Source: an optimization exercise on an open RTL-to-GDS flow (aim: a short achievable clock period and few clock cycles per item). Production flows keep margins and buffers that such runs may drop. Only simulation tests tie the RTL to the original design; equivalence was not proved. No activity file was given, so power comes from the tool's default toggle rates.

===== flow/config.mk =====
export PLATFORM = sky130hd
export DESIGN_NAME = coreTop
export DESIGN_NICKNAME = coreTop
export VERILOG_FILES = /design/flow/design.v
export SDC_FILE = /design/flow/constraint.sdc
export NUM_CORES = 4
export LEC_CHECK = 0
export CAP_MARGIN = 20
export CORE_MARGIN = 2
export CORE_UTILIZATION = 30
export SETUP_SLACK_MARGIN = 3.0
export SLEW_MARGIN = 20

===== flow/constraint.sdc =====
create_clock -name core_clock -period 5.0 [get_ports {clk}]
set_input_delay 1.0000 -clock core_clock [delete_from_list [all_inputs] [get_ports {clk}]]
set_output_delay 1.0000 -clock core_clock [all_outputs]
set_load 0.01 [all_outputs]

===== flow/design.v =====
`default_nettype none
package isaPkg;
	typedef logic [31:0] wordT;
	typedef logic [31:0] instrT;
	typedef logic [4:0] regAddrT;
	typedef logic [15:0] immT;
	typedef logic [5:0] opcodeT;
	typedef logic [5:0] functT;
	localparam opcodeT SPECIAL = 6'b000000;   
	localparam opcodeT ADDI = 6'b001000;
	localparam opcodeT ADDIU = 6'b001001;
	localparam opcodeT ANDI = 6'b001100;
	localparam opcodeT ORI = 6'b001101;
	localparam functT ADD = 6'b100000;
	localparam functT ADDU = 6'b100001;
	localparam functT SUB = 6'b100010;
	localparam functT SUBU = 6'b100011;
	localparam functT AND = 6'b100100;
	localparam functT OR = 6'b100101;
	localparam functT SLT = 6'b101010;
	localparam int OPCODE_LSB = 26;
	localparam int RS_LSB = 21;
	localparam int RT_LSB = 16;
	localparam int RD_LSB = 11;
	localparam int FUNCT_LSB = 0;
	localparam int IMM_LSB = 0;
endpackage
`default_nettype wire
`default_nettype none
package execPkg;
	typedef enum logic [2:0] {
		ALU_ADD,
		ALU_SUB,
		ALU_AND,
		ALU_OR,
		ALU_SLT
	} aluOpT;
	typedef enum logic [1:0] {
		ST_IDLE,
		ST_READ,
		ST_EXEC,
		ST_WRITE
	} execStateT;
	typedef logic [34:0] uopT;
endpackage
`default_nettype wire
`timescale 1ns/100ps
`default_nettype none
module aluSlice
(
	input logic [15:0] a,
	input logic [15:0] bx,
	input logic cin,
	input logic arith,
	input logic andOp,
	input logic orOp,
	output logic [15:0] res,
	output logic cout,
	output logic sumMsb
);
	logic [15:0] p;
	logic [15:0] g;
	logic [15:0] gg [5];
	logic [15:0] pp [5];
	logic [15:0] c;
	logic [15:0] logicRes;
	logic [15:0] res0;
	logic [15:0] res1;
	assign p = a ^ bx;
	assign g = a & bx;
	always_comb
	begin
		gg[0] = g;
		pp[0] = p;
		gg[0][0] = g[0] | (p[0] & cin);
		pp[0][0] = 1'b0;
		for (int l = 0; l < 4; l++)
		begin
			for (int i = 0; i < 16; i++)
			begin
				if (i >= (1 << l))
				begin
					gg[l + 1][i] = gg[l][i] | (pp[l][i] & gg[l][i - (1 << l)]);
					pp[l + 1][i] = pp[l][i] & pp[l][i - (1 << l)];
				end
				else
				begin
					gg[l + 1][i] = gg[l][i];
					pp[l + 1][i] = pp[l][i];
				end
			end
		end
	end
	assign c = {gg[4][14:0], cin};
	assign cout = gg[4][15];
	assign sumMsb = p[15] ^ c[15];
	assign logicRes = ({16{andOp}} & g) | ({16{orOp}} & (a | bx));
	assign res0 = arith ? p : logicRes;
	assign res1 = arith ? ~p : logicRes;
	always_comb
	begin
		for (int i = 0; i < 16; i++)
			res[i] = c[i] ? res1[i] : res0[i];
	end
endmodule
`default_nettype wire
`timescale 1ns/100ps
`default_nettype none
module coreTop
(
	input logic clk,
	input logic rst,
	input logic instrStrobe,
	input logic [31:0] instr,
	output logic busy,
	output logic halted,
	output logic wbStrobe,
	output logic [4:0] wbAddr,
	output logic [31:0] wbData
);
	logic legal;
	logic take;
	logic inImm;
	logic fValid;
	logic fStall;
	logic haltedI;
	logic [31:0] fInstr;
	always_comb
	begin
		legal = 1'b0;
		case (instr[31:26])
			isaPkg::SPECIAL:
				case (instr[5:0])
					isaPkg::ADD, isaPkg::ADDU, isaPkg::SUB, isaPkg::SUBU,
					isaPkg::AND, isaPkg::OR, isaPkg::SLT: legal = 1'b1;
					default: legal = 1'b0;
				endcase
			isaPkg::ADDI, isaPkg::ADDIU, isaPkg::ANDI, isaPkg::ORI: legal = 1'b1;
			default: legal = 1'b0;
		endcase
	end
	assign take = instrStrobe && !haltedI && !fStall;
	assign inImm = (instr[31:26] != isaPkg::SPECIAL);
	logic [4:0] rs;
	logic [4:0] rt;
	logic [4:0] dDest;
	logic dImm;
	logic dSub;
	logic dAnd;
	logic dOr;
	logic dSlt;
	logic dArith;
	logic dWr;
	assign rs = fInstr[25:21];
	assign rt = fInstr[20:16];
	assign dImm = (fInstr[31:26] != isaPkg::SPECIAL);
	assign dDest = dImm ? rt : fInstr[15:11];
	assign dSlt = !dImm && fInstr[3];
	assign dSub = !dImm && (fInstr[1] || fInstr[3]);
	assign dAnd = dImm ? fInstr[28] && !fInstr[26] : !fInstr[3] && fInstr[2] && !fInstr[0];
	assign dOr = dImm ? fInstr[28] && fInstr[26] : !fInstr[3] && fInstr[2] && fInstr[0];
	assign dArith = !(dAnd || dOr || dSlt);
	assign dWr = fValid && (dDest != 5'd0);
	logic fFwdA1;
	logic fFwdB1;
	logic dSltLate;
	assign dSltLate = dSlt && (fFwdA1 || fFwdB1);
	logic lValid;
	logic lWr;
	logic [4:0] lDest;
	logic lSub;
	logic lAnd;
	logic lOr;
	logic lSlt;
	logic lSltLate;         
	logic lArith;
	logic [31:0] lA;
	logic [31:0] lB;
	logic lFwdA1;           
	logic lFwdB1;
	logic lFwdA2;           
	logic lFwdB2;
	logic lSltA2;           
	logic lSltB2;
	logic hValid;
	logic hWr;
	logic [4:0] hDest;
	logic hSub;
	logic hAnd;
	logic hOr;
	logic hSlt;
	logic hArith;
	logic [15:0] hA;
	logic [15:0] hBx;
	logic hFwdA;
	logic hFwdB;
	logic hCarry;
	logic [15:0] lRes;      
	logic [15:0] lResN;     
	logic [31:0] wData;
	logic [15:0] wDataNH;   
	logic [4:0] nRs;
	logic [4:0] nRt;
	logic nImm;
	logic nA1;
	logic nA2;
	logic nA3;
	logic nB1;
	logic nB2;
	logic nB3;
	assign nRs = fStall ? rs : instr[25:21];
	assign nRt = fStall ? rt : instr[20:16];
	assign nImm = fStall ? dImm : inImm;
	assign nA1 = !fStall && dWr && (dDest == nRs);
	assign nA2 = lWr && (lDest == nRs);
	assign nA3 = hWr && (hDest == nRs);
	assign nB1 = !fStall && dWr && (dDest == nRt) && !nImm;
	assign nB2 = lWr && (lDest == nRt) && !nImm;
	assign nB3 = hWr && (hDest == nRt) && !nImm;
	logic inDepSlt;
	assign inDepSlt = dSltLate && (nA1 || nB1);
	logic busyR;
	logic haltedR;
	logic haltedNext;
	logic stallNext;
	assign haltedNext = haltedI || (take && !legal);
	assign stallNext = take && legal && inDepSlt;
	always_ff @(posedge clk or negedge rst)
	begin
		if (!rst)
		begin
			haltedI <= 1'b0;
			fValid <= 1'b0;
			fStall <= 1'b0;
		end
		else
		begin
			haltedI <= haltedNext;
			fStall <= stallNext;
			if (take)
				fValid <= legal;
			else if (!fStall)
				fValid <= 1'b0;
		end
	end
	always_ff @(posedge clk)
	begin
		busyR <= stallNext || haltedNext;
		haltedR <= haltedNext;
	end
	assign busy = busyR;
	assign halted = haltedR;
	logic [31:1] fSelA;     
	logic [31:1] fSelB;
	logic fSelAW;           
	logic fSelBW;
	logic fSelAL;           
	logic fSelBL;
	logic fSelBImm;         
	logic fFwdA2;
	logic fFwdB2;
	logic fSltA2;
	logic fSltB2;
	always_ff @(posedge clk)
	begin
		if (!fStall)
			fInstr <= instr;
		for (int k = 1; k < 32; k++)
		begin
			fSelA[k] <= (nRs == 5'(k)) && !nA2 && !nA3;
			fSelB[k] <= (nRt == 5'(k)) && !nB2 && !nB3 && !nImm;
		end
		fSelAW <= nA3 && !nA2;
		fSelBW <= nB3 && !nB2;
		fSelAL <= nA2 && !lSltLate;
		fSelBL <= nB2 && !lSltLate;
		fSelBImm <= nImm;
		fFwdA1 <= nA1;
		fFwdB1 <= nB1;
		fFwdA2 <= nA2;
		fFwdB2 <= nB2;
		fSltA2 <= nA2 && lSltLate;
		fSltB2 <= nB2 && lSltLate;
	end
	logic [31:0] regs [1:31];
	logic [31:0] immVal;
	logic [31:0] rdA;
	logic [31:0] rdB;
	assign immVal = {((!fInstr[28] && fInstr[15]) ? 16'hFFFF : 16'h0000), fInstr[15:0]};
	always_comb
	begin
		rdA = ({32{fSelAW}} & wData) | {16'd0, {16{fSelAL}} & lRes};
		rdB = ({32{fSelBW}} & wData) | {16'd0, {16{fSelBL}} & lRes} |
			({32{fSelBImm}} & immVal);
		for (int k = 1; k < 32; k++)
		begin
			rdA = rdA | ({32{fSelA[k]}} & regs[k]);
			rdB = rdB | ({32{fSelB[k]}} & regs[k]);
		end
	end
	always_ff @(posedge clk or negedge rst)
	begin
		if (!rst)
		begin
			lValid <= 1'b0;
			lWr <= 1'b0;
			hValid <= 1'b0;
			hWr <= 1'b0;
		end
		else
		begin
			lValid <= fValid && !fStall;
			lWr <= dWr && !fStall;
			hValid <= lValid;
			hWr <= lWr;
		end
	end
	always_ff @(posedge clk)
	begin
		lDest <= dDest;
		lSub <= dSub;
		lAnd <= dAnd;
		lOr <= dOr;
		lSlt <= dSlt;
		lSltLate <= dSltLate;
		lArith <= dArith;
		lA <= rdA;
		lB <= rdB;
		lFwdA1 <= fFwdA1;
		lFwdB1 <= fFwdB1;
		lFwdA2 <= fFwdA2;
		lFwdB2 <= fFwdB2;
		lSltA2 <= fSltA2;
		lSltB2 <= fSltB2;
	end
	logic [15:0] aL;
	logic [15:0] bxL;
	logic [15:0] resL;
	logic coutL;
	logic unusedL;
	logic [15:0] bL;        
	logic [15:0] aHiL;      
	logic [15:0] bHiL;
	logic ltL;              
	assign aL = lFwdA1 ? lRes : (lA[15:0] | {15'd0, lSltA2 && wData[0]});
	assign bL = lB[15:0] | {15'd0, lSltB2 && wData[0]};
	assign bxL = lFwdB1 ? (lSub ? lResN : lRes) : (bL ^ {16{lSub}});
	assign aHiL = lFwdA2 ? wData[31:16] : lA[31:16];
	assign bHiL = lFwdB2 ? wData[31:16] : lB[31:16];
	assign ltL = $signed({aHiL, aL}) < $signed({bHiL, bL});
	aluSlice sliceL (
		.a(aL),
		.bx(bxL),
		.cin(lSub),
		.arith(lArith),
		.andOp(lAnd),
		.orOp(lOr),
		.res(resL),
		.cout(coutL),
		.sumMsb(unusedL)
	);
	always_ff @(posedge clk)
	begin
		hDest <= lDest;
		hSub <= lSub;
		hAnd <= lAnd;
		hOr <= lOr;
		hSlt <= lSlt;
		hArith <= lArith;
		hA <= aHiL;
		hBx <= bHiL ^ {16{lSub}};
		hFwdA <= lFwdA1;
		hFwdB <= lFwdB1;
		hCarry <= coutL;
		lRes <= resL | {15'd0, lSlt && !lSltLate && ltL};
		lResN <= ~(resL | {15'd0, lSlt && !lSltLate && ltL});
	end
	logic [15:0] aH;
	logic [15:0] bxH;
	logic [15:0] resH;
	logic sumH15;
	logic unusedH;
	logic lt;
	logic [31:0] resFull;
	assign aH = hFwdA ? wData[31:16] : hA;
	assign bxH = hFwdB ? (hSub ? wDataNH : wData[31:16]) : hBx;
	aluSlice sliceH (
		.a(aH),
		.bx(bxH),
		.cin(hCarry),
		.arith(hArith),
		.andOp(hAnd),
		.orOp(hOr),
		.res(resH),
		.cout(unusedH),
		.sumMsb(sumH15)
	);
	assign lt = (aH[15] == bxH[15]) ? aH[15] : sumH15;
	assign resFull = {resH, hSlt ? {15'd0, lt} : lRes};
	logic [31:1] wSel;
	logic wValidR;
	logic [4:0] outAddr;
	logic [31:0] outData;
	always_ff @(posedge clk)
	begin
		wData <= resFull;
		wDataNH <= ~resH;
		for (int k = 1; k < 32; k++)
			wSel[k] <= hWr && (hDest == 5'(k));
		wValidR <= hValid;
		outAddr <= hValid ? hDest : 5'd0;
		outData <= hValid ? resFull : 32'd0;
	end
	always_ff @(posedge clk or negedge rst)
	begin
		if (!rst)
		begin
			for (int i = 1; i < 32; i++)
				regs[i] <= 32'd0;
		end
		else
		begin
			for (int i = 1; i < 32; i++)
				if (wSel[i])
					regs[i] <= wData;
		end
	end
	assign wbStrobe = wValidR;
	assign wbAddr = outAddr;
	assign wbData = outData;
endmodule
`default_nettype wire

===== flow/flow/run.sh =====
#!/bin/bash
# Standard layout (the standard.sh), with two synthesis changes that only
# affect how combinational logic is mapped:
#  - no full/half-adder cell extraction (ADDER_MAP_FILE empty), so ABC maps
#    the ALU's carry logic;
#  - ABC runs a delay-driven "dch; map -D" script (flow/abc_speed_map.script)
#    instead of ORFS's abc_speed.script.
# The synthesis script is synth_recipe.tcl with its ORFS synth.tcl replaced by
# a copy that only swaps the ABC script; registers are mapped as in the
# standard synthesis.
set -euo pipefail
HERE=$(pwd)
mkdir -p "$HERE/synth_custom"
sed 's#^source \$::env(SCRIPTS_DIR)/synth_preamble.tcl$#&\nset abc_args [lreplace $abc_args 1 1 $::env(FLOW_ABC_SCRIPT)]\nputs "custom ABC script: $::env(FLOW_ABC_SCRIPT)"#' \
	"$FLOW_HOME/scripts/synth.tcl" > "$HERE/synth_custom/synth.tcl"
grep -q 'custom ABC script' "$HERE/synth_custom/synth.tcl"
sed "s#source \$::env(SCRIPTS_DIR)/synth.tcl#source $HERE/synth_custom/synth.tcl#" \
	"$HERE/synth_recipe.tcl" > "$HERE/synth_custom/synth_recipe.tcl"
grep -q "synth_custom/synth.tcl" "$HERE/synth_custom/synth_recipe.tcl"
export FLOW_ABC_SCRIPT="$HERE/flow/abc_speed_map.script"
bash standard.sh SYNTH_SCRIPT="$HERE/synth_custom/synth_recipe.tcl" ADDER_MAP_FILE= finish > "$HERE/flow_standard.log" 2>&1

===== flow/flow/abc_speed_map.script =====
strash
dch -f
map -D 1200
topo
buffer -c
upsize -c
dnsize -c

===== flow/standard.sh =====
#!/bin/bash
# synth_recipe.tcl (not shown) runs the flow's synth.tcl, then flattens the netlist and writes it again
# the make line also repeats each setting of config.mk as NAME=value (left out here)
make -C /OpenROAD-flow-scripts/flow DESIGN_CONFIG=/design/flow/config.mk WORK_HOME=/design/flow/orfs CLKGATE_MAP_FILE= SYNTH_SCRIPT=/design/flow/synth_recipe.tcl "${@:-finish}"

==> impl_metrics.csv, run 1 <==
group,metric,value,unit
synth,synthDistinctLibCells,73,
synth,postSynth.topFlopCell,"sky130_fd_sc_hd__dfrtp_1",
detailed_routing,drc_viols,0,
final_layout,leading_cell_types_in_the_layout_fill_and_taps_excluded,"sky130_fd_sc_hd__nand2_1 (1143), sky130_fd_sc_hd__dfrtp_1 (998), sky130_fd_sc_hd__inv_1 (984), sky130_fd_sc_hd__o21ai_0 (930), sky130_fd_sc_hd__o22ai_1 (529)",
place,preCtsSetupSlack,1.65,ns
run,maxCapViolations,0,
floorplanning,pin_count,75,
timing,fin_setup_tns,0,ns
place,port_buffers,74,
timing,timing.final.setup_violations,0,
setup_path,critical_path.startpoint_type,"register",
floorplanning,rows,169,
clock_network,h_tree_levels,4,
timing,rsz0062_at_grt,"true",
setup_path,timing.critical_path.arrival,3.07,ns
floorplanning,die_height,467,um
synth,yosys_warnings,5,
timing,hold_violations,0,
power_and_ir_drop,power_leakage,0.0379,uW
timing,timing.max_slew.rel_slack,12.0,%
detailed_routing,detail_route.vias_per_cell,6.15,
run_status,run_status,"timing/DRC/antenna clean",
synth,post_synth_instance_area,0.0642,mm^2
clock_network,path_clk_slew,0.06,ns
setup_path,worst_path_largest_cell_delay,0.49,ns
global_route,overall_overflow_remaining_after_global_route,0,
timing,post-route-min-period,2.36,ns
final_layout,fillCellCount,20600,
worst_hold_path,classification_of_the_worst_slack_hold_path,"primary input to async pin",
floorplanning,core_region_area,0.213,mm^2
final_layout,post_layout_instance_count_excluding_filler_cells,11100,
detailed_routing,mean_routed_wirelength_per_cell,32.9,um
synth,synth_area_per_cell,8.39,um^2
clock_network,holdBufCountCts,0,
timing,finalMaxSlewViolations,0,
power_and_ir_drop,max-vdd-ir-drop,0.000404,V
timing,finalClockSkew,0.0372,ns
final_layout,most_common_cell_after_layout_fill_and_taps_aside,"sky130_fd_sc_hd__nand2_1",
final_layout,design_area,0.0846,mm^2
timing,timing.final.ws_setup,2.64,ns
floorplanning,die_area,0.218,mm^2
setup_path,critical_path.most_common_cell,"sky130_fd_sc_hd__nor2_4",
detailed_routing,route.vias.total,68100,
place,place_congestion,1.02,
global_route,grt_pass1_vias,61900,
synth,synth.net_count,7690,
power_and_ir_drop,total_power,29000,uW
setup_path,timing.critical_path.cells,"inv_1, o211ai_1, nand2_2, buf_4, nor2_4, nor2_4, nand2_4, nor2_4, nand2_2, o211a_1, a21o_1",
synth,synth_enable_flop_cells,32,
detailed_routing,dr.pass1.iters,11,
global_route,pin_count_of_the_biggest_net_entering_global_routing,101,
clock_network,clock-sinks,1381,
synth,async_reset_ff_share,72.3,%
floorplanning,die_w,467,um
final_layout,drive_gt1_share,24.1,%
detailed_routing,drtAntennaViolNets,0,
global_route,first_pass_grt_wire_length,489,mm
clock_network,cts-root-to-sink-buffers,3,
setup_path,critPathSlowestCell,"sky130_fd_sc_hd__inv_1",
global_route,globalRouteTotalUtil,31.8,%
place,dpl-instance-area,0.0685,mm^2
floorplanning,initial_utilization,30.2,%
clock_network,tritoncts,"done",
detailed_routing,final_wirelength,364,mm
clock_network,clkLatencyLatePin,0.85,ns
clock_network,cts_made_buffers,149,
setup_path,cp-end-kind,"register",
setup_path,worst-setup-path-type,"register to register",
setup_path,largest_fanout_on_the_critical_path,5,
power_and_ir_drop,pwr_density_cell,343,mW/mm^2
setup_path,worst-endpoint-required,5.71,ns
place,place_inst,10200,
synth,synth-seq-area-share,51.3,%
detailed_routing,detailedRoute.firstIterationViolations,12500,
place,dp_hpwl,214,mm
synth,netlist_instances,7655,
final_layout,nNetsFinal,8113,
timing,fmaxAchievable,424,MHz
timing,final.period_utilization,47.1,%
setup_path,slack_of_the_worst_reg_to_reg_path,2.64,ns
clock_network,cts.root.buffer_cell,"sky130_fd_sc_hd__clkbuf_16",
final_layout,area_growth_synth_to_finish,31.7,%
synth,postSynthRegisterBits,1381,
timing,worst_slew_pin_slew,1.32,ns
global_route,antenna_found_initial,36,
-- where the power goes --
| group | total, uW | internal (uW) | switching (uW) |
|---|---|---|---|
| Clock | 11800 | 6750 | 5070 |
| Sequential | 12000 | 11500 | 499 |
| Combinational | 5190 | 1790 | 3400 |
-- state kept, by name, summed over array words and instances, names as in the netlist, 31 cells and up --
name     flops
fSelB       31
regs       992
lA          32
outData     32
wData       32
fSelA       31
lB          32
fInstr      32
wSel        31
-- worst paths after layout --
path | start | end | cells after the start
min reg2reg | lDest[2] | hDest[2] | 0
max reg2reg | lRes[12] | lResN[15] | 11
min in group core_clock | lDest[2] | hDest[2] | 0
max in group asynchronous | rst | regs[28][12] | 3
max | lRes[12] | lResN[15] | 11
min | rst | regs[31][1] | 1
-- metrics by stage --
| step | hold slack [ns] | utilization (%) |
|---|---|---|
| 3_5_place_dp | 0.362 | 32.2 |
| 4_1_cts | 0.349 | 37.9 |
| 3_3_place_gp | 0.360 | 32.2 |
| 6_report | 0.0695 | 39.8 |
| 2_1_floorplan | 0.310 | - |
| 5_1_grt | 0.0730 | 39.8 |
-- logic make-up after synthesis --
logic type             synth area share [%]
AO/OA/AOI/OAI                          24.1
AND/OR/NAND/NOR                        13.0
buffers and inverters                  10.0
multiplexers                           1.05
XOR/XNOR                              0.491
flip-flops                             51.3
-- worst max-delay path: cells and delay by family (launching register included) --
family | cells | cell delay [ns]
flip-flops | 1 | 0.31
AO/OA/AOI/OAI | 3 | 0.65
AND/OR/NAND/NOR | 6 | 0.66
buffers and inverters | 2 | 0.61
-- repair_timing --
action	4_1_cts	5_1_grt
endpoints found under the setup margin	382	267
pin swaps	193	188
cloned	29	8
resized for setup	1171	552
setup buffers	308	171
-- cells in the mapped netlist (7+ instances only) --
cell type / instances / area [um^2]
sky130_fd_sc_hd__nor2_1: 393 / 1480
sky130_fd_sc_hd__clkbuf_1: 455 / 1710
sky130_fd_sc_hd__inv_1: 1054 / 3960
sky130_fd_sc_hd__buf_1: 59 / 221
sky130_fd_sc_hd__a21oi_2: 10 / 87.6
sky130_fd_sc_hd__buf_6: 17 / 191
sky130_fd_sc_hd__dfxtp_1: 350 / 7010
sky130_fd_sc_hd__buf_4: 14 / 105
sky130_fd_sc_hd__edfxtp_1: 32 / 961
sky130_fd_sc_hd__a221oi_1: 156 / 1370
sky130_fd_sc_hd__xor2_1: 30 / 263
sky130_fd_sc_hd__a22oi_1: 135 / 1010
sky130_fd_sc_hd__dfrtp_1: 999 / 25000
sky130_fd_sc_hd__o221ai_1: 96 / 841
sky130_fd_sc_hd__mux2_2: 57 / 642
sky130_fd_sc_hd__o21ai_0: 1000 / 5000
sky130_fd_sc_hd__and2_1: 12 / 75.1
sky130_fd_sc_hd__o211ai_1: 22 / 165
sky130_fd_sc_hd__o21bai_1: 11 / 82.6
sky130_fd_sc_hd__o22ai_1: 543 / 3400
sky130_fd_sc_hd__inv_2: 20 / 75.1
sky130_fd_sc_hd__a21oi_1: 290 / 1450
sky130_fd_sc_hd__o21ai_1: 57 / 285
sky130_fd_sc_hd__o2111ai_1: 8 / 70.1
sky130_fd_sc_hd__nand3_1: 49 / 245
sky130_fd_sc_hd__a211oi_1: 22 / 165
sky130_fd_sc_hd__nand2_1: 1248 / 4680
sky130_fd_sc_hd__nor4_1: 58 / 363
sky130_fd_sc_hd__o211ai_2: 10 / 125
sky130_fd_sc_hd__a21boi_0: 8 / 60.1
sky130_fd_sc_hd__a21o_1: 7 / 52.6
sky130_fd_sc_hd__o21a_1: 34 / 255
sky130_fd_sc_hd__nand4_1: 100 / 626
sky130_fd_sc_hd__o21ai_2: 19 / 166
sky130_fd_sc_hd__a2111oi_0: 61 / 534
sky130_fd_sc_hd__nor2_2: 20 / 125
sky130_fd_sc_hd__clkinv_1: 24 / 90.1
sky130_fd_sc_hd__buf_2: 19 / 95.1
sky130_fd_sc_hd__nor3_1: 68 / 340
sky130_fd_sc_hd__o211a_1: 9 / 90.1
-- area by class of cell --
type / instances / area [um^2] / area share, %
Antenna cell: 38 / 95.1 / 0.112
Clock buffer: 214 / 4380 / 5.18
Clock inverter: 60 / 697 / 0.824
Inverter: 1098 / 4710 / 5.57
Multi-Input combinational cell: 4616 / 28400 / 33.6
Sequential cell: 1381 / 33300 / 39.3
Tap cell: 2821 / 3530 / 4.17
Timing Repair Buffer: 826 / 9390 / 11.1
Timing Repair inverter: 6 / 56.3 / 0.0666
-- metal layers --
metal	vias up	global-route usage (%)	wire length [um]
met4	43	25.0	37700
met5	-	2.96	1190
met1	32400	37.0	122000
met3	2193	16.0	61100
met2	6337	43.8	142000
li1	27100	-	-
Testbench counts, summed over its fixed seeds: cycles 12,080, items 12,000.
==> inputs of run 2 (changes only) <==
--- a/flow/design.v
+++ b/flow/design.v
@@ -183,4 +183,6 @@
 	logic lSltA2;           
 	logic lSltB2;
+	logic lSelBP;           
+	logic lSelBN;           
 	logic hValid;
 	logic hWr;
@@ -195,7 +197,10 @@
 	logic hFwdA;
 	logic hFwdB;
+	logic hSelBP;           
+	logic hSelBN;           
 	logic hCarry;
 	logic [15:0] lRes;      
 	logic [15:0] lResN;     
+	logic wValid;
 	logic [31:0] wData;
 	logic [15:0] wDataNH;   
@@ -246,6 +251,6 @@
 	always_ff @(posedge clk)
 	begin
-		busyR <= stallNext || haltedNext;
-		haltedR <= haltedNext;
+		busyR <= rst && (stallNext || haltedNext);
+		haltedR <= rst && haltedNext;
 	end
 	assign busy = busyR;
@@ -307,4 +312,5 @@
 			hValid <= 1'b0;
 			hWr <= 1'b0;
+			wValid <= 1'b0;
 		end
 		else
@@ -314,4 +320,5 @@
 			hValid <= lValid;
 			hWr <= lWr;
+			wValid <= hValid;
 		end
 	end
@@ -333,4 +340,6 @@
 		lSltA2 <= fSltA2;
 		lSltB2 <= fSltB2;
+		lSelBP <= fFwdB1 && !dSub;
+		lSelBN <= fFwdB1 && dSub;
 	end
 	logic [15:0] aL;
@@ -345,5 +354,6 @@
 	assign aL = lFwdA1 ? lRes : (lA[15:0] | {15'd0, lSltA2 && wData[0]});
 	assign bL = lB[15:0] | {15'd0, lSltB2 && wData[0]};
-	assign bxL = lFwdB1 ? (lSub ? lResN : lRes) : (bL ^ {16{lSub}});
+	assign bxL = ({16{lSelBP}} & lRes) | ({16{lSelBN}} & lResN) |
+		({16{!lFwdB1}} & (bL ^ {16{lSub}}));
 	assign aHiL = lFwdA2 ? wData[31:16] : lA[31:16];
 	assign bHiL = lFwdB2 ? wData[31:16] : lB[31:16];
@@ -372,4 +382,6 @@
 		hFwdA <= lFwdA1;
 		hFwdB <= lFwdB1;
+		hSelBP <= lSelBP;
+		hSelBN <= lSelBN;
 		hCarry <= coutL;
 		lRes <= resL | {15'd0, lSlt && !lSltLate && ltL};
@@ -384,5 +396,6 @@
 	logic [31:0] resFull;
 	assign aH = hFwdA ? wData[31:16] : hA;
-	assign bxH = hFwdB ? (hSub ? wDataNH : wData[31:16]) : hBx;
+	assign bxH = ({16{hSelBP}} & wData[31:16]) | ({16{hSelBN}} & wDataNH) |
+		({16{!hFwdB}} & hBx);
 	aluSlice sliceH (
 		.a(aH),
@@ -399,5 +412,6 @@
 	assign resFull = {resH, hSlt ? {15'd0, lt} : lRes};
 	logic [31:1] wSel;
-	logic wValidR;
+	logic [4:0] wDest;
+	logic outValid;
 	logic [4:0] outAddr;
 	logic [31:0] outData;
@@ -408,7 +422,8 @@
 		for (int k = 1; k < 32; k++)
 			wSel[k] <= hWr && (hDest == 5'(k));
-		wValidR <= hValid;
-		outAddr <= hValid ? hDest : 5'd0;
-		outData <= hValid ? resFull : 32'd0;
+		wDest <= hDest;
+		outValid <= wValid;
+		outAddr <= wValid ? wDest : 5'd0;
+		outData <= wValid ? wData : 32'd0;
 	end
 	always_ff @(posedge clk or negedge rst)
@@ -426,5 +441,5 @@
 		end
 	end
-	assign wbStrobe = wValidR;
+	assign wbStrobe = outValid;
 	assign wbAddr = outAddr;
 	assign wbData = outData;
--- a/flow/config.mk
+++ b/flow/config.mk
@@ -8,5 +8,5 @@
 export CAP_MARGIN = 20
 export CORE_MARGIN = 2
-export CORE_UTILIZATION = 30
-export SETUP_SLACK_MARGIN = 3.0
+export CORE_UTILIZATION = 27
+export SETUP_SLACK_MARGIN = 2.8
 export SLEW_MARGIN = 20
==> run 2 against run 1 <==
Effect of this change:
- still clean on timing, DRC and antenna
- count of clock-buffer cells in the layout up 6
- first-iteration DRC count down 7.4%
- worst setup slack worse by 0.039 ns
- die area up 10%
- maximum frequency down 1.6%
- critical endpoint is now lResN[0]
==> impl_metrics.csv, run 2 <==
group,metric,value,unit
timing,fin_setup_tns,0,ns
timing,post-route-min-period,2.40,ns
detailed_routing,drtAntennaViolNets,0,
clock_network,path_clk_slew,0.07,ns
global_route,pin_count_of_the_biggest_net_entering_global_routing,127,
setup_path,timing.critical_path.arrival,3.18,ns
final_layout,area_growth_synth_to_finish,26.5,%
clock_network,clkLatencyLatePin,0.87,ns
setup_path,critPathSlowestCell,"sky130_fd_sc_hd__dfxtp_1",
detailed_routing,mean_routed_wirelength_per_cell,31.2,um
detailed_routing,dr.pass1.iters,8,
worst_hold_path,classification_of_the_worst_slack_hold_path,"primary input to async pin",
synth,netlist_instances,7624,
synth,postSynthRegisterBits,1390,
floorplanning,die_area,0.240,mm^2
clock_network,cts.root.buffer_cell,"sky130_fd_sc_hd__clkbuf_16",
synth,async_reset_ff_share,71.9,%
synth,synth.net_count,7659,
synth,post_synth_instance_area,0.0638,mm^2
synth,yosys_warnings,5,
floorplanning,core_region_area,0.235,mm^2
final_layout,fillCellCount,24100,
power_and_ir_drop,power_leakage,0.0359,uW
final_layout,max_ffs_per_register,992,
setup_path,largest_fanout_on_the_critical_path,3,
synth,synth_enable_flop_cells,32,
clock_network,cts_made_buffers,154,
setup_path,worst-setup-path-type,"register to register",
power_and_ir_drop,max-vdd-ir-drop,0.000253,V
clock_network,clock-sinks,1390,
timing,timing.final.setup_violations,0,
timing,hold_violations,0,
synth,synth-seq-area-share,52.0,%
detailed_routing,final_wirelength,349,mm
clock_network,cts-root-to-sink-buffers,3,
setup_path,timing.critical_path.cells,"inv_1, o21ai_1, xnor2_1, nor3b_4, nand4_1, o21bai_4, o2bb2ai_2, a21oi_1",
place,dp_hpwl,219,mm
floorplanning,pin_count,75,
synth,postSynth.topFlopCell,"sky130_fd_sc_hd__dfrtp_1",
floorplanning,rows,178,
detailed_routing,drc_viols,0,
timing,finalMaxSlewViolations,0,
timing,timing.final.ws_setup,2.60,ns
final_layout,fin_util,34.3,%
timing,timing.max_slew.rel_slack,13.6,%
setup_path,cp-end-kind,"register",
place,preCtsSetupSlack,1.54,ns
synth,synth_common_cells,"sky130_fd_sc_hd__nand2_1 (1116), sky130_fd_sc_hd__inv_1 (1032), sky130_fd_sc_hd__dfrtp_1 (1000)",
global_route,antenna_found_initial,33,
final_layout,drive_gt1_share,19.4,%
floorplanning,initial_utilization,27.1,%
timing,worst_slew_pin_slew,1.30,ns
timing,final.period_utilization,47.9,%
final_layout,most_common_cell_after_layout_fill_and_taps_aside,"sky130_fd_sc_hd__nand2_1",
final_layout,max_flop_register,"regs",
global_route,overall_overflow_remaining_after_global_route,0,
clock_network,h_tree_levels,4,
global_route,grt_pass1_vias,60800,
floorplanning,die_height,490,um
run,maxCapViolations,0,
global_route,globalRouteTotalUtil,27.6,%
place,port_buffers,74,
final_layout,design_area,0.0807,mm^2
detailed_routing,detail_route.vias_per_cell,5.91,
final_layout,leading_cell_types_in_the_layout_fill_and_taps_excluded,"sky130_fd_sc_hd__nand2_1 (1061), sky130_fd_sc_hd__dfrtp_1 (999), sky130_fd_sc_hd__inv_1 (957), sky130_fd_sc_hd__o21ai_0 (915), sky130_fd_sc_hd__o22ai_1 (492)",
timing,finalClockSkew,0.0685,ns
place,place_congestion,1.06,
clock_network,holdBufCountCts,0,
setup_path,worst-endpoint-required,5.78,ns
synth,synth_area_leader_cell,"sky130_fd_sc_hd__dfrtp_1",
run_status,run_status,"timing/DRC/antenna clean",
setup_path,critical_path.startpoint_type,"register",
detailed_routing,detailedRoute.firstIterationViolations,11600,
synth,synth_top_area_share,39.2,%
floorplanning,die_w,490,um
timing,rsz0062_at_grt,"true",
detailed_routing,route.vias.total,66000,
clock_network,tritoncts,"done",
global_route,first_pass_grt_wire_length,473,mm
power_and_ir_drop,pwr_density_cell,362,mW/mm^2
setup_path,worst_path_largest_cell_delay,0.43,ns
synth,synth.most_common_cell,"sky130_fd_sc_hd__nand2_1",
place,dpl-instance-area,0.0687,mm^2
final_layout,nNetsFinal,7870,
synth,synthDistinctLibCells,77,
synth,synth_area_per_cell,8.37,um^2
synth,synth_area_leaders,"sky130_fd_sc_hd__dfrtp_1 (39%), sky130_fd_sc_hd__dfxtp_1 (11%), sky130_fd_sc_hd__o21ai_0 (7.6%)",
timing,fmaxAchievable,417,MHz
==> run 2: cell count changes in the layout (fill, tap and decap cells not counted), sizes merged, moves of 57 or more <==
| cell | before | now |
|---|---|---|
| a21oi | 301 | 466 |
| buf | 771 | 564 |
| mux2 | 57 | 0 |
| nand2 | 1258 | 1124 |
| nor2 | 416 | 563 |
| o21ai | 1076 | 1013 |
==> run 2: critical path, delay by kind of cell, from the launching register on <==
kind / cells / cell delay (ns)
buffers and inverters: 1 / 0.20
AND/OR/NAND/NOR: 2 / 0.57
AO/OA/AOI/OAI: 4 / 0.93
XOR/XNOR: 1 / 0.19
flip-flops: 1 / 0.43
==> run 2: cell families (layout without fill, tap and decap cells) <==
logic type	after synthesis	in the layout	synth area share, %
xor gates and xnor gates	29	29	0.398
other	0	48	0
and+or+nand+nor	1928	1929	12.5
DFF	1390	1390	52.0
AOI/OAI and AO/OA	2638	2638	25.3
buffers and inverters	1639	1982	9.89
==> run 2: worst paths after layout <==
kind                       startpoint            to  slack [ns]  cells past startpoint
max in group asynchronous         rst  regs[12][12]        3.35                      2
min in group core_clock        fSltA2        lSltA2        0.33                      0
hold reg to reg                fSltA2        lSltA2        0.33                      0
setup reg to reg               lA[20]      lResN[0]        2.60                      8
setup / recovery               lA[20]      lResN[0]        2.60                      8
hold / removal                    rst  regs[12][19]        0.28                      1
==> run 2: stage by stage <==
| step | total power [uW] | instances | hold slack (ns) |
|---|---|---|---|
| 4_1_cts | 28300 | 11000 | 0.306 |
| 6_report | 29200 | 11200 | 0.279 |
| 3_3_place_gp | 15600 | 10600 | 0.314 |
| 5_1_grt | 29800 | 11100 | 0.324 |
| 3_5_place_dp | 15600 | 10600 | 0.317 |
| 2_1_floorplan | 13900 | 7624 | 0.310 |
==> run 2: cell type report <==
class	count	area (um^2)	area share, %
diodes	48	120	0.149
repair inverters	3	33.8	0.0418
clock inverters	69	897	1.11
multi-input cells	4596	26900	33.3
flip-flops and latches	1390	33400	41.4
well taps	3150	3940	4.88
repair buffers	611	6380	7.91
inverters	1079	4530	5.61
clock buffers	220	4510	5.59
==> run 2: timing repair <==
| action | CTS | global route |
|---|---|---|
| endpoints found under the setup margin | 244 | 210 |
| cloned | 12 | 9 |
| pin swaps | 70 | 134 |
| buffers inserted | 117 | 119 |
| gates resized for setup | 801 | 531 |
==> run 2: routing by layer <==
metal	global-route usage [%]	share of wire, %
met4	18.4	8.6
met5	0.198	0.083
met1	34.3	36
met3	13.9	17
met2	37.0	38
==> run 2: power breakdown <==
| group | internal [uW] | switching, uW |
|---|---|---|
| sequential | 11600 | 610 |
| clock | 6890 | 5380 |
| combinational | 1530 | 3150 |
| total | 20100 | 9140 |
Testbench counts of run 2, summed over its fixed seeds: cycles 12,088, items 12,000.
==> inputs of run 3 (changes only) <==
--- a/flow/design.v
+++ b/flow/design.v
@@ -202,7 +202,9 @@
 	logic [15:0] lRes;      
 	logic [15:0] lResN;     
+	logic [15:0] lResR;     
 	logic wValid;
 	logic [31:0] wData;
 	logic [15:0] wDataNH;   
+	logic [31:0] wDataR;    
 	logic [4:0] nRs;
 	logic [4:0] nRt;
@@ -295,6 +297,6 @@
 	always_comb
 	begin
-		rdA = ({32{fSelAW}} & wData) | {16'd0, {16{fSelAL}} & lRes};
-		rdB = ({32{fSelBW}} & wData) | {16'd0, {16{fSelBL}} & lRes} |
+		rdA = ({32{fSelAW}} & wDataR) | {16'd0, {16{fSelAL}} & lResR};
+		rdB = ({32{fSelBW}} & wDataR) | {16'd0, {16{fSelBL}} & lResR} |
 			({32{fSelBImm}} & immVal);
 		for (int k = 1; k < 32; k++)
@@ -352,10 +354,10 @@
 	logic [15:0] bHiL;
 	logic ltL;              
-	assign aL = lFwdA1 ? lRes : (lA[15:0] | {15'd0, lSltA2 && wData[0]});
-	assign bL = lB[15:0] | {15'd0, lSltB2 && wData[0]};
+	assign aL = lFwdA1 ? lRes : (lA[15:0] | {15'd0, lSltA2 && wDataR[0]});
+	assign bL = lB[15:0] | {15'd0, lSltB2 && wDataR[0]};
 	assign bxL = ({16{lSelBP}} & lRes) | ({16{lSelBN}} & lResN) |
 		({16{!lFwdB1}} & (bL ^ {16{lSub}}));
-	assign aHiL = lFwdA2 ? wData[31:16] : lA[31:16];
-	assign bHiL = lFwdB2 ? wData[31:16] : lB[31:16];
+	assign aHiL = lFwdA2 ? wDataR[31:16] : lA[31:16];
+	assign bHiL = lFwdB2 ? wDataR[31:16] : lB[31:16];
 	assign ltL = $signed({aHiL, aL}) < $signed({bHiL, bL});
 	aluSlice sliceL (
@@ -386,4 +388,5 @@
 		hCarry <= coutL;
 		lRes <= resL | {15'd0, lSlt && !lSltLate && ltL};
+		lResR <= lValid ? (resL | {15'd0, lSlt && !lSltLate && ltL}) : 16'd0;
 		lResN <= ~(resL | {15'd0, lSlt && !lSltLate && ltL});
 	end
@@ -410,5 +413,5 @@
 	);
 	assign lt = (aH[15] == bxH[15]) ? aH[15] : sumH15;
-	assign resFull = {resH, hSlt ? {15'd0, lt} : lRes};
+	assign resFull = {resH, hSlt ? {15'd0, lt} : lResR};
 	logic [31:1] wSel;
 	logic [4:0] wDest;
@@ -419,4 +422,5 @@
 	begin
 		wData <= resFull;
+		wDataR <= hValid ? resFull : 32'd0;
 		wDataNH <= ~resH;
 		for (int k = 1; k < 32; k++)
@@ -425,5 +429,5 @@
 		outValid <= wValid;
 		outAddr <= wValid ? wDest : 5'd0;
-		outData <= wValid ? wData : 32'd0;
+		outData <= wValid ? wDataR : 32'd0;
 	end
 	always_ff @(posedge clk or negedge rst)
@@ -438,5 +442,5 @@
 			for (int i = 1; i < 32; i++)
 				if (wSel[i])
-					regs[i] <= wData;
+					regs[i] <= wDataR;
 		end
 	end
==> run 3 against run 2 <==
Effect of this change:
- combinational power fell by 43%
- power fell by 7.3%
- highest routed layer unchanged
- register-to-register slack got worse by 0.10 ns
- sequential cell count grew 32
- still clean on timing, DRC and antenna
- global-route usage down 0.64 points
- hold slack worse by 0.11 ns
==> impl_metrics.csv, run 3 <==
group,metric,value,unit
synth,post_synth_instance_area,0.0648,mm^2
setup_path,critical_path.most_common_cell,"sky130_fd_sc_hd__nand4_1",
synth,synth_area_per_cell,8.38,um^2
setup_path,worst-setup-path-type,"register to register",
floorplanning,pin_count,75,
run_status,run_status,"timing/DRC/antenna clean",
power_and_ir_drop,max-vdd-ir-drop,0.000369,V
final_layout,design_area,0.0841,mm^2
synth,synth.net_count,7766,
detailed_routing,dr.pass1.iters,13,
timing,fin_setup_tns,0,ns
power_and_ir_drop,pwr_density_cell,322,mW/mm^2
synth,yosys_warnings,5,
detailed_routing,mean_routed_wirelength_per_cell,30.3,um
clock_network,h_tree_levels,4,
floorplanning,die_w,494,um
floorplanning,initial_utilization,27.2,%
clock_network,path_clk_slew,0.07,ns
detailed_routing,route.vias.total,67100,
clock_network,clock-sinks,1422,
power_and_ir_drop,power_leakage,0.0370,uW
place,port_buffers,74,
timing,hold_violations,0,
timing,worst_slew_pin_slew,1.19,ns
detailed_routing,drtAntennaViolNets,0,
final_layout,most_common_cell_after_layout_fill_and_taps_aside,"sky130_fd_sc_hd__nand2_1",
setup_path,r2r_cells,7,
synth,synth_area_leader_cell,"sky130_fd_sc_hd__dfrtp_1",
final_layout,nNetsFinal,8118,
timing,timing.final.setup_violations,0,
global_route,grt_pass1_vias,61300,
final_layout,fin_util,35.3,%
final_layout,drive_gt1_share,21.1,%
timing,fmaxAchievable,400,MHz
timing,rsz0062_at_grt,"true",
clock_network,cts.root.buffer_cell,"sky130_fd_sc_hd__clkbuf_16",
detailed_routing,detail_route.vias_per_cell,5.88,
final_layout,max_ffs_per_register,992,
setup_path,worst-endpoint-required,5.52,ns
clock_network,tritoncts,"done",
floorplanning,rows,179,
setup_path,largest_fanout_on_the_critical_path,10,
setup_path,cp-end-kind,"register",
synth,synth_top_area_share,38.6,%
detailed_routing,final_wirelength,346,mm
setup_path,worstReg2RegEnd,"lB[1]",
timing,finalClockSkew,0.0354,ns
detailed_routing,drc_viols,0,
final_layout,area_growth_synth_to_finish,29.9,%
synth,synth_area_leaders,"sky130_fd_sc_hd__dfrtp_1 (39%), sky130_fd_sc_hd__dfxtp_1 (12%), sky130_fd_sc_hd__o21ai_0 (7.3%)",
setup_path,timing.critical_path.cells,"inv_2, buf_12, o22ai_1, a21oi_1, nand4_1, a211oi_2, nand4_1",
place,dp_hpwl,215,mm
synth,async_reset_ff_share,70.3,%
timing,timing.max_slew.rel_slack,20.4,%
timing,finalMaxSlewViolations,0,
clock_network,cts-root-to-sink-buffers,3,
synth,postSynthRegisterBits,1422,
final_layout,leading_cell_types_in_the_layout_fill_and_taps_excluded,"sky130_fd_sc_hd__nand2_1 (1113), sky130_fd_sc_hd__dfrtp_1 (999), sky130_fd_sc_hd__inv_1 (948), sky130_fd_sc_hd__o21ai_0 (896), sky130_fd_sc_hd__nor2_1 (476)",
detailed_routing,detailedRoute.firstIterationViolations,10900,
synth,synth_enable_flop_cells,32,
synth,netlist_instances,7731,
setup_path,worst_path_largest_cell_delay,0.53,ns
synth,synth_common_cells,"sky130_fd_sc_hd__nand2_1 (1201), sky130_fd_sc_hd__inv_1 (1017), sky130_fd_sc_hd__dfrtp_1 (1000)",
synth,synth-seq-area-share,52.2,%
global_route,antenna_found_initial,39,
global_route,overall_overflow_remaining_after_global_route,0,
floorplanning,die_area,0.244,mm^2
synth,postSynth.topFlopCell,"sky130_fd_sc_hd__dfrtp_1",
clock_network,cts_made_buffers,156,
clock_network,clkLatencyLatePin,0.86,ns
timing,final.period_utilization,50.0,%
setup_path,slack_of_the_worst_reg_to_reg_path,2.50,ns
floorplanning,die_height,494,um
setup_path,timing.critical_path.arrival,3.02,ns
synth,synth.most_common_cell,"sky130_fd_sc_hd__nand2_1",
global_route,pin_count_of_the_biggest_net_entering_global_routing,102,
synth,synthDistinctLibCells,79,
setup_path,reg2reg_from,"fSelB[12]",
setup_path,critPathSlowestCell,"sky130_fd_sc_hd__nand4_1",
global_route,globalRouteTotalUtil,27.0,%
place,place_inst,10700,
final_layout,post_layout_instance_count_excluding_filler_cells,11400,
timing,post-route-min-period,2.50,ns
place,dpl-instance-area,0.0699,mm^2
run,maxCapViolations,0,
global_route,first_pass_grt_wire_length,468,mm
worst_hold_path,classification_of_the_worst_slack_hold_path,"primary input to async pin",
final_layout,max_flop_register,"regs",
setup_path,critical_path.startpoint_type,"register",
place,place_congestion,1.05,
floorplanning,core_region_area,0.238,mm^2
[run 3: changes by cell type after synthesis, sizes merged, moves of 32 or more]
cell and change:
nand2 +84, a22oi +53, o22ai -50, nand4 +36, dfxtp +32, o21ai -44
[run 3: layer usage]
metal  global-route usage, %  share of wire [%]  vias up
li1                        -                  -    27300
met1                    31.3                 34    31900
met2                    37.6                 40     5956
met3                    13.2                 16     1930
met4                    20.8                9.7       28
met5                   0.783               0.15        -
[run 3: cells by family after synthesis]
group,share of synthesized area [%]
AOI/OAI and AO/OA,24.9
xor gates and xnor gates,0.392
buffers and inverters,9.56
DFF,52.2
and+or+nand+nor,13.0
[run 3: cell type report]
type / count / area [um^2]
clock buffers: 230 / 4610
well taps: 3167 / 3960
fillers: 23800 / 154000
repair inverters: 8 / 73.8
flip-flops and latches: 1422 / 34000
multi-input cells: 4700 / 28200
inverters: 1058 / 4440
repair buffers: 737 / 7880
diodes: 34 / 85.1
clock inverters: 60 / 798
[run 3: where the power goes]
part | switching (uW) | internal [uW] | leakage (uW)
Clock | 5290 | 7000 | 0.00264
Sequential | 315 | 11800 | 0.0137
Combinational | 1720 | 937 | 0.0207
[run 3: critical path: cells and delay by family (launching register included)]
family	cells	cell delay, ns
AND/OR/NAND/NOR	2	0.85
AO/OA/AOI/OAI	3	0.58
flip-flops	1	0.37
buffers and inverters	2	0.35
[run 3: worst max-delay path by stage]
stage | start | end | slack (ns) | cells past startpoint
2_1_floorplan | instr[18] | fSelB[10] | 2.60 | 10
3_3_place_gp | instr[26] | fSelB[22] | 1.49 | 10
3_5_place_dp | instr[30] | fSelB[17] | 1.59 | 10
4_1_cts | lFwdB2 | lResR[0] | 2.60 | 12
5_1_grt | wDataR[22] | lResR[0] | 2.51 | 11
6_report | fSelB[12] | lB[1] | 2.50 | 7
[run 3: repair_timing]
item	CTS	global route
setup buffers	175	201
endpoints found under the setup margin	272	255
resized for setup	829	694
pin swaps	87	230
gates cloned	12	10
hold buffers	0	0
[run 3: stage by stage]
step                      setup slack [ns]  hold slack, ns  power [uW]
after CTS                             2.60           0.203       26500
after detailed placement              1.59           0.341       14200
after global routing                  2.51           0.209       27700
after global placement                1.49           0.335       14100
final                                 2.50           0.168       27100
after floorplan                       2.60           0.310       13300
Testbench counts of run 3, summed over its fixed seeds: cycles 12,088, items 12,000.

[afterwards: timing with drivers on the ports]
The flow's constraints put no driver on any port. The routed layouts listed below were extracted and timed again, unchanged, in two steps. Step 1: set_driving_cell puts a clkbuf_16 on clk and a buf_2 on each other input, an assumption about the parent block. Step 2 times the ports against the registers' clock, not the clock port: input delays grow and output delays shrink by t, the midpoint of the rising clock arrivals with the driver on. a / b / c = no drivers / after step 1 / after step 2; a / b = the first two.
run	shift t [ns]	slack for setup (ns)	worst setup path at the end	slew at the worst register clock pin (ns)
run 1	0.920	2.643 / 2.629 / 1.966	input to register	0.07 / 0.07
run 2	0.939	2.604 / 2.582 / 2.017	input to register	0.07 / 0.07
run 3	0.943	2.502 / 2.502 / 1.940	input to register	0.07 / 0.07
After both steps setup and hold are still met in every run listed. For run 1, which loses most, drivers alone change the setup slack by -0.014 ns; drivers and shift together by -0.677 ns.
